What follows belongs to an exercise in optimizing a design on an open flow for small area, a short achievable clock period and few clock cycles per item; a production flow would make more cautious choices.
In this exercise RTL edits were held to simulation tests only and were not proved equivalent to the original.
Power and IR drop assume default switching activity.

==> module synapse_weight_updater, before the edit <==
module synapse_weight_updater #(
  parameter int      N_SYN       = 64,
  parameter int      FIFO_DEPTH  = 4,
  parameter logic [snn_pkg::WEIGHT_W-1:0] INIT_WEIGHT = 8'd128,
  parameter logic [snn_pkg::WEIGHT_W-1:0] W_MIN       = 8'd0,
  parameter logic [snn_pkg::WEIGHT_W-1:0] W_MAX       = 8'd255
) (
  input  logic                           clk,
  input  logic                           rst_n,
  input  logic                           upd_valid,
  output logic                           upd_ready,
  input  snn_pkg::addr_t                 upd_addr,
  input  snn_pkg::delta_t                upd_delta,
  input  snn_pkg::addr_t                 rd_addr,
  output snn_pkg::weight_t               rd_data,
  output logic                           busy,
  output logic [31:0]                    applied_count,
  output logic [31:0]                    sat_count,
  output logic [31:0]                    oor_count
);
  snn_pkg::weight_t r_mem [N_SYN];
  logic             r1_app;
  logic             r1_oor;
  logic [5:0]       r1_addr;
  logic [7:0]       r1_delta;
  logic             r2_app;
  logic             r2_oor;
  logic [5:0]       r2_addr;
  logic [7:0]       r2_delta;
  logic [7:0]       r2_old;
  logic [8:0]       w_sum;
  logic [7:0]       w_newW;
  logic             w_satHi;
  stdp_update_fifo u_fifo (
    .clk     (clk),
    .rst_n   (rst_n),
    .i_push  (upd_valid),
    .i_addr  (upd_addr),
    .i_delta (upd_delta),
    .o_app   (r1_app),
    .o_oor   (r1_oor),
    .o_addr  (r1_addr),
    .o_delta (r1_delta)
  );
  assign upd_ready = 1'b1;
  assign busy      = r1_app || r1_oor || r2_app || r2_oor;
  assign w_sum = {1'b0, r2_old} + {1'b0, r2_delta};
  always_comb begin
    w_newW  = w_sum[7:0];
    w_satHi = 1'b0;
    if (r2_delta[7]) begin
      if (!w_sum[8]) w_newW = W_MIN;
    end else if (w_sum[8]) begin
      w_newW  = W_MAX;
      w_satHi = 1'b1;
    end
  end
  always_ff @(posedge clk or negedge rst_n) begin
    if (!rst_n) begin
      r2_app <= 1'b0;
      r2_oor <= 1'b0;
    end else begin
      r2_app <= r1_app;
      r2_oor <= r1_oor;
    end
  end
  always_ff @(posedge clk) begin
    r2_addr  <= r1_addr;
    r2_delta <= r1_delta;
    r2_old   <= (r2_app && (r2_addr == r1_addr)) ? w_newW : r_mem[r1_addr];
  end
  always_ff @(posedge clk or negedge rst_n) begin
    if (!rst_n) begin
      applied_count <= '0;
      sat_count     <= '0;
      oor_count     <= '0;
    end else begin
      if (r2_app) applied_count <= applied_count + 32'd1;
      if (r2_app && w_satHi) sat_count <= sat_count + 32'd1;
      if (r2_oor) oor_count <= oor_count + 32'd1;
    end
  end
  always_ff @(posedge clk or negedge rst_n) begin
    if (!rst_n) begin
      for (int i = 0; i < N_SYN; i++) r_mem[i] <= INIT_WEIGHT;
      rd_data <= '0;
    end else begin
      if (r2_app) r_mem[r2_addr] <= w_newW;
      rd_data <= (rd_addr[7:6] == 2'b00) ? r_mem[rd_addr[5:0]] : '0;
    end
  end
endmodule
clock: 6.0 ns
lec_check: 0
cap_margin: 20
core_margin: 2
core_utilization: 30
slew_margin: 20
run.sh (not shown) runs the stock make flow with config.mk's settings and CLKGATE_MAP_FILE= SYNTH_SCRIPT=/design/flow/synth_recipe.tcl, a recipe that flattens the netlist after the stock synthesis.
Testbench counts at the start, summed over its fixed seeds: cycles 4,816, items 4,800.
==> next run, changes <==
--- a/flow/design.v
+++ b/flow/design.v
@@ -65,13 +65,9 @@
 );
   snn_pkg::weight_t r_mem [N_SYN];
-  logic             r1_app;
-  logic             r1_oor;
-  logic [5:0]       r1_addr;
-  logic [7:0]       r1_delta;
-  logic             r2_app;
-  logic             r2_oor;
-  logic [5:0]       r2_addr;
-  logic [7:0]       r2_delta;
-  logic [7:0]       r2_old;
+  logic             r_app;
+  logic             r_oor;
+  logic [5:0]       r_addr;
+  logic [7:0]       r_delta;
+  logic [7:0]       w_old;
   logic [8:0]       w_sum;
   logic [7:0]       w_newW;
@@ -83,16 +79,17 @@
     .i_addr  (upd_addr),
     .i_delta (upd_delta),
-    .o_app   (r1_app),
-    .o_oor   (r1_oor),
-    .o_addr  (r1_addr),
-    .o_delta (r1_delta)
+    .o_app   (r_app),
+    .o_oor   (r_oor),
+    .o_addr  (r_addr),
+    .o_delta (r_delta)
   );
   assign upd_ready = 1'b1;
-  assign busy      = r1_app || r1_oor || r2_app || r2_oor;
-  assign w_sum = {1'b0, r2_old} + {1'b0, r2_delta};
+  assign busy      = r_app || r_oor;
+  assign w_old = r_mem[r_addr];
+  assign w_sum = {1'b0, w_old} + {1'b0, r_delta};
   always_comb begin
     w_newW  = w_sum[7:0];
     w_satHi = 1'b0;
-    if (r2_delta[7]) begin
+    if (r_delta[7]) begin
       if (!w_sum[8]) w_newW = W_MIN;
     end else if (w_sum[8]) begin
@@ -103,25 +100,11 @@
   always_ff @(posedge clk or negedge rst_n) begin
     if (!rst_n) begin
-      r2_app <= 1'b0;
-      r2_oor <= 1'b0;
-    end else begin
-      r2_app <= r1_app;
-      r2_oor <= r1_oor;
-    end
-  end
-  always_ff @(posedge clk) begin
-    r2_addr  <= r1_addr;
-    r2_delta <= r1_delta;
-    r2_old   <= (r2_app && (r2_addr == r1_addr)) ? w_newW : r_mem[r1_addr];
-  end
-  always_ff @(posedge clk or negedge rst_n) begin
-    if (!rst_n) begin
       applied_count <= '0;
       sat_count     <= '0;
       oor_count     <= '0;
     end else begin
-      if (r2_app) applied_count <= applied_count + 32'd1;
-      if (r2_app && w_satHi) sat_count <= sat_count + 32'd1;
-      if (r2_oor) oor_count <= oor_count + 32'd1;
+      if (r_app) applied_count <= applied_count + 32'd1;
+      if (r_app && w_satHi) sat_count <= sat_count + 32'd1;
+      if (r_oor) oor_count <= oor_count + 32'd1;
     end
   end
@@ -131,5 +114,5 @@
       rd_data <= '0;
     end else begin
-      if (r2_app) r_mem[r2_addr] <= w_newW;
+      if (r_app) r_mem[r_addr] <= w_newW;
       rd_data <= (rd_addr[7:6] == 2'b00) ? r_mem[rd_addr[5:0]] : '0;
     end
After rerunning: Setup slack gets worse by 1.4 ns; power goes up by 1.2%; routed wire length rises by 15%; sequential power fell by about 2%; non-clock buffer count climbs by 212; clock power stays flat; combinational power came out higher by 29%; cell area goes up by 2.8%; flip-flop and latch count drops by 24; utilization goes up by 2.2 points; global-route usage is higher by 7.1 points; die area falls by 2.9%; fmax decreases by 24%; final cell count rises by 1.7%.
Testbench counts after the change, summed over its fixed seeds: cycles 4,808, items 4,800.


The RTL this note starts from:
==> flow/design.v <==
package snn_pkg;
  localparam int WEIGHT_W = 8;
  localparam int ADDR_W   = 8;
  typedef logic [WEIGHT_W-1:0]        weight_t;
  typedef logic [ADDR_W-1:0]          addr_t;
  typedef logic signed [WEIGHT_W-1:0] delta_t;
  typedef enum logic [1:0] {
    ST_IDLE  = 2'd0,
    ST_READ  = 2'd1,
    ST_WRITE = 2'd2
  } upd_state_t;
  typedef struct packed {
    addr_t  addr;
    delta_t delta;
  } upd_req_t;
  localparam int REQ_W = ADDR_W + WEIGHT_W;   
  function automatic logic signed [WEIGHT_W+1:0] weight_sum(weight_t w, delta_t d);
    weight_sum = $signed({2'b00, w}) + $signed({{2{d[WEIGHT_W-1]}}, d});
  endfunction
endpackage
module stdp_update_fifo (
  input  logic       clk,
  input  logic       rst_n,
  input  logic       i_push,
  input  logic [7:0] i_addr,
  input  logic [7:0] i_delta,
  input  logic [7:0] i_hiA,      
  input  logic [7:0] i_loA,
  input  logic       i_appA,
  input  logic [5:0] i_addrB,    
  input  logic       i_appB,
  output logic       o_app,
  output logic       o_oor,
  output logic [7:0] o_hi,
  output logic [7:0] o_lo,
  output logic       o_hitA,
  output logic       o_hitB,
  output logic [7:0] o_delta
);
  always_ff @(posedge clk or negedge rst_n) begin
    if (!rst_n) begin
      o_app <= 1'b0;
      o_oor <= 1'b0;
    end else begin
      o_app <= i_push && (i_addr[7:6] == 2'b00);
      o_oor <= i_push && (i_addr[7:6] != 2'b00);
    end
  end
  always_ff @(posedge clk) begin
    for (int j = 0; j < 8; j++) begin
      o_hi[j] <= (i_addr[5:3] == 3'(j));
      o_lo[j] <= (i_addr[2:0] == 3'(j));
    end
    o_hitA  <= i_appA && i_hiA[i_addr[5:3]] && i_loA[i_addr[2:0]];
    o_hitB  <= i_appB && (i_addrB == i_addr[5:0]);
    o_delta <= i_delta;
  end
endmodule
module synapse_weight_updater #(
  parameter int      N_SYN       = 64,
  parameter int      FIFO_DEPTH  = 4,
  parameter logic [snn_pkg::WEIGHT_W-1:0] INIT_WEIGHT = 8'd128,
  parameter logic [snn_pkg::WEIGHT_W-1:0] W_MIN       = 8'd0,
  parameter logic [snn_pkg::WEIGHT_W-1:0] W_MAX       = 8'd255
) (
  input  logic                           clk,
  input  logic                           rst_n,
  input  logic                           upd_valid,
  output logic                           upd_ready,
  input  snn_pkg::addr_t                 upd_addr,
  input  snn_pkg::delta_t                upd_delta,
  input  snn_pkg::addr_t                 rd_addr,
  output snn_pkg::weight_t               rd_data,
  output logic                           busy,
  output logic [31:0]                    applied_count,
  output logic [31:0]                    sat_count,
  output logic [31:0]                    oor_count
);
  snn_pkg::weight_t r_mem [N_SYN];
  logic             r1_app;
  logic             r1_oor;
  logic [7:0]       r1_hi;
  logic [7:0]       r1_lo;
  logic             r1_hit2;    
  logic             r1_hit3;    
  logic [7:0]       r1_delta;
  logic             r2_app;
  logic             r2_oor;
  logic [5:0]       r2_addr;
  logic [7:0]       r2_delta;
  logic [7:0]       r2_old;
  logic             r3_app;
  logic             r3_oor;
  logic             r3_sat;
  logic [7:0]       r3_hi;      
  logic [7:0]       r3_lo;
  logic [7:0]       r3_new;
  logic             r_busy;
  logic [5:0]       w_addr1;
  logic [7:0]       w_old1;
  logic [8:0]       w_sum;
  logic [7:0]       w_newW;
  logic             w_satHi;
  stdp_update_fifo u_fifo (
    .clk     (clk),
    .rst_n   (rst_n),
    .i_push  (upd_valid),
    .i_addr  (upd_addr),
    .i_delta (upd_delta),
    .i_hiA   (r1_hi),
    .i_loA   (r1_lo),
    .i_appA  (r1_app),
    .i_addrB (r2_addr),
    .i_appB  (r2_app),
    .o_app   (r1_app),
    .o_oor   (r1_oor),
    .o_hi    (r1_hi),
    .o_lo    (r1_lo),
    .o_hitA  (r1_hit2),
    .o_hitB  (r1_hit3),
    .o_delta (r1_delta)
  );
  assign upd_ready = 1'b1;
  assign busy      = r_busy;
  always_comb begin
    w_old1 = '0;
    for (int j = 0; j < 8; j++) begin
      logic [7:0] row;
      row = '0;
      for (int k = 0; k < 8; k++) row |= {8{r1_lo[k]}} & r_mem[8*j+k];
      w_old1 |= {8{r1_hi[j]}} & row;
    end
    w_addr1 = '0;
    for (int j = 0; j < 8; j++) begin
      w_addr1[5:3] |= {3{r1_hi[j]}} & 3'(j);
      w_addr1[2:0] |= {3{r1_lo[j]}} & 3'(j);
    end
  end
  assign w_sum = {1'b0, r2_old} + {1'b0, r2_delta};
  always_comb begin
    w_newW  = w_sum[7:0];
    w_satHi = 1'b0;
    if (r2_delta[7]) begin
      if (!w_sum[8]) w_newW = W_MIN;
    end else if (w_sum[8]) begin
      w_newW  = W_MAX;
      w_satHi = 1'b1;
    end
  end
  always_ff @(posedge clk or negedge rst_n) begin
    if (!rst_n) begin
      r2_app <= 1'b0;
      r2_oor <= 1'b0;
      r3_app <= 1'b0;
      r3_oor <= 1'b0;
      r_busy <= 1'b0;
    end else begin
      r2_app <= r1_app;
      r2_oor <= r1_oor;
      r3_app <= r2_app;
      r3_oor <= r2_oor;
      r_busy <= upd_valid || r1_app || r1_oor || r2_app || r2_oor;
    end
  end
  always_ff @(posedge clk) begin
    r2_addr  <= w_addr1;
    r2_delta <= r1_delta;
    if (r1_hit2)      r2_old <= w_newW;
    else if (r1_hit3) r2_old <= r3_new;
    else              r2_old <= w_old1;
    for (int j = 0; j < 8; j++) begin
      r3_hi[j] <= r2_app && (r2_addr[5:3] == 3'(j));
      r3_lo[j] <= (r2_addr[2:0] == 3'(j));
    end
    r3_new   <= w_newW;
    r3_sat   <= w_satHi;
  end
  always_ff @(posedge clk or negedge rst_n) begin
    if (!rst_n) begin
      applied_count <= '0;
      sat_count     <= '0;
      oor_count     <= '0;
    end else begin
      if (r3_app) applied_count <= applied_count + 32'd1;
      if (r3_app && r3_sat) sat_count <= sat_count + 32'd1;
      if (r3_oor) oor_count <= oor_count + 32'd1;
    end
  end
  always_ff @(posedge clk or negedge rst_n) begin
    if (!rst_n) begin
      for (int i = 0; i < N_SYN; i++) r_mem[i] <= INIT_WEIGHT;
      rd_data <= '0;
    end else begin
      for (int i = 0; i < N_SYN; i++)
        if (r3_hi[i/8] && r3_lo[i%8]) r_mem[i] <= r3_new;
      rd_data <= (rd_addr[7:6] == 2'b00) ? r_mem[rd_addr[5:0]] : '0;
    end
  end
endmodule
Settings: LEC_CHECK=0, CAP_MARGIN=20, CORE_MARGIN=2, CORE_UTILIZATION=50, CTS_CLUSTER_DIAMETER=100, CTS_CLUSTER_SIZE=25, SETUP_SLACK_MARGIN=3.6, SLEW_MARGIN=20; clock period 6.0 ns.
Testbench counts at the start, summed over its fixed seeds: cycles 4,824, items 4,800.
Change:
--- a/flow/design.v
+++ b/flow/design.v
@@ -89,11 +89,11 @@
   logic [5:0]       r2_addr;
   logic [7:0]       r2_delta;
   logic [7:0]       r2_old;
   logic             r3_app;
   logic             r3_oor;
-  logic             r3_sat;
+  logic             r3_sat;     
   logic [7:0]       r3_hi;      
   logic [7:0]       r3_lo;
   logic [7:0]       r3_new;
   logic             r_busy;
   logic [5:0]       w_addr1;
@@ -128,10 +128,11 @@
       logic [7:0] row;
       row = '0;
       for (int k = 0; k < 8; k++) row |= {8{r1_lo[k]}} & r_mem[8*j+k];
       w_old1 |= {8{r1_hi[j]}} & row;
     end
+    w_old1 ^= INIT_WEIGHT;
     w_addr1 = '0;
     for (int j = 0; j < 8; j++) begin
       w_addr1[5:3] |= {3{r1_hi[j]}} & 3'(j);
       w_addr1[2:0] |= {3{r1_lo[j]}} & 3'(j);
     end
@@ -151,16 +152,18 @@
     if (!rst_n) begin
       r2_app <= 1'b0;
       r2_oor <= 1'b0;
       r3_app <= 1'b0;
       r3_oor <= 1'b0;
+      r3_sat <= 1'b0;
       r_busy <= 1'b0;
     end else begin
       r2_app <= r1_app;
       r2_oor <= r1_oor;
       r3_app <= r2_app;
       r3_oor <= r2_oor;
+      r3_sat <= r2_app && w_satHi;
       r_busy <= upd_valid || r1_app || r1_oor || r2_app || r2_oor;
     end
   end
   always_ff @(posedge clk) begin
     r2_addr  <= w_addr1;
@@ -171,29 +174,28 @@
     for (int j = 0; j < 8; j++) begin
       r3_hi[j] <= r2_app && (r2_addr[5:3] == 3'(j));
       r3_lo[j] <= (r2_addr[2:0] == 3'(j));
     end
     r3_new   <= w_newW;
-    r3_sat   <= w_satHi;
   end
   always_ff @(posedge clk or negedge rst_n) begin
     if (!rst_n) begin
       applied_count <= '0;
       sat_count     <= '0;
       oor_count     <= '0;
     end else begin
-      if (r3_app) applied_count <= applied_count + 32'd1;
-      if (r3_app && r3_sat) sat_count <= sat_count + 32'd1;
-      if (r3_oor) oor_count <= oor_count + 32'd1;
-    end
-  end
-  always_ff @(posedge clk or negedge rst_n) begin
-    if (!rst_n) begin
-      for (int i = 0; i < N_SYN; i++) r_mem[i] <= INIT_WEIGHT;
+      applied_count <= applied_count + 32'(r3_app);
+      sat_count     <= sat_count + 32'(r3_sat);
+      oor_count     <= oor_count + 32'(r3_oor);
+    end
+  end
+  always_ff @(posedge clk or negedge rst_n) begin
+    if (!rst_n) begin
+      for (int i = 0; i < N_SYN; i++) r_mem[i] <= '0;
       rd_data <= '0;
     end else begin
       for (int i = 0; i < N_SYN; i++)
-        if (r3_hi[i/8] && r3_lo[i%8]) r_mem[i] <= r3_new;
-      rd_data <= (rd_addr[7:6] == 2'b00) ? r_mem[rd_addr[5:0]] : '0;
+        if (r3_hi[i/8] && r3_lo[i%8]) r_mem[i] <= r3_new ^ INIT_WEIGHT;
+      rd_data <= (rd_addr[7:6] == 2'b00) ? (r_mem[rd_addr[5:0]] ^ INIT_WEIGHT) : '0;
     end
   end
 endmodule
What happened:
- area after synthesis came out lower by 1.7%
- sequential share of layout area is higher by 0.12 points
- clock-buffer cell count falls by 8
- critical path depth falls by 1
- worst hold slack stays flat
- final area fell by 0.69%
- global-route usage goes up by 5.7 points
- first-iteration DRC count rises by 5.6%
- via count came out higher by 3.1%
- setup slack degrades by 0.37 ns
- final cell count grows by 2.7%
Testbench counts after the change, summed over its fixed seeds: cycles 4,824, items 4,800.

-- re-timing with driven ports --
The results above use ideal ports. As a check the final layouts listed here were re-extracted and re-timed, cells and wires unchanged. Step 1 assumes that a clkbuf_16 drives the clock port and a buf_2 every other input. Step 2 moves the port delays by t, midway between the first and last clock arrival at a register: inputs arrive t later, outputs are due t later. That takes back most of the time a late clock gives input paths. a / b / c = ideal ports / drivers / drivers and shift; a / b = the first two.
run	t (ns)	setup slack, ns	hold WS [ns]	cell pins on the clock port's net
the first run of note 1	0.752	1.577 / 1.607 / 0.874	0.326 / 0.326 / 0.326	1
the second run of note 1	0.744	0.165 / 0.165 / 0.165	0.471 / 0.471 / 0.471	1
the first run of note 2	0.671	3.259 / 3.259 / 2.631	0.339 / 0.339 / 0.339	1
the second run of note 2	0.677	2.893 / 2.893 / 2.512	0.336 / 0.336 / 0.336	1
After both steps every run listed still meets setup and hold. For the first run of note 1, which loses most, drivers alone change the setup slack by +0.030 ns; drivers and shift together by -0.703 ns.
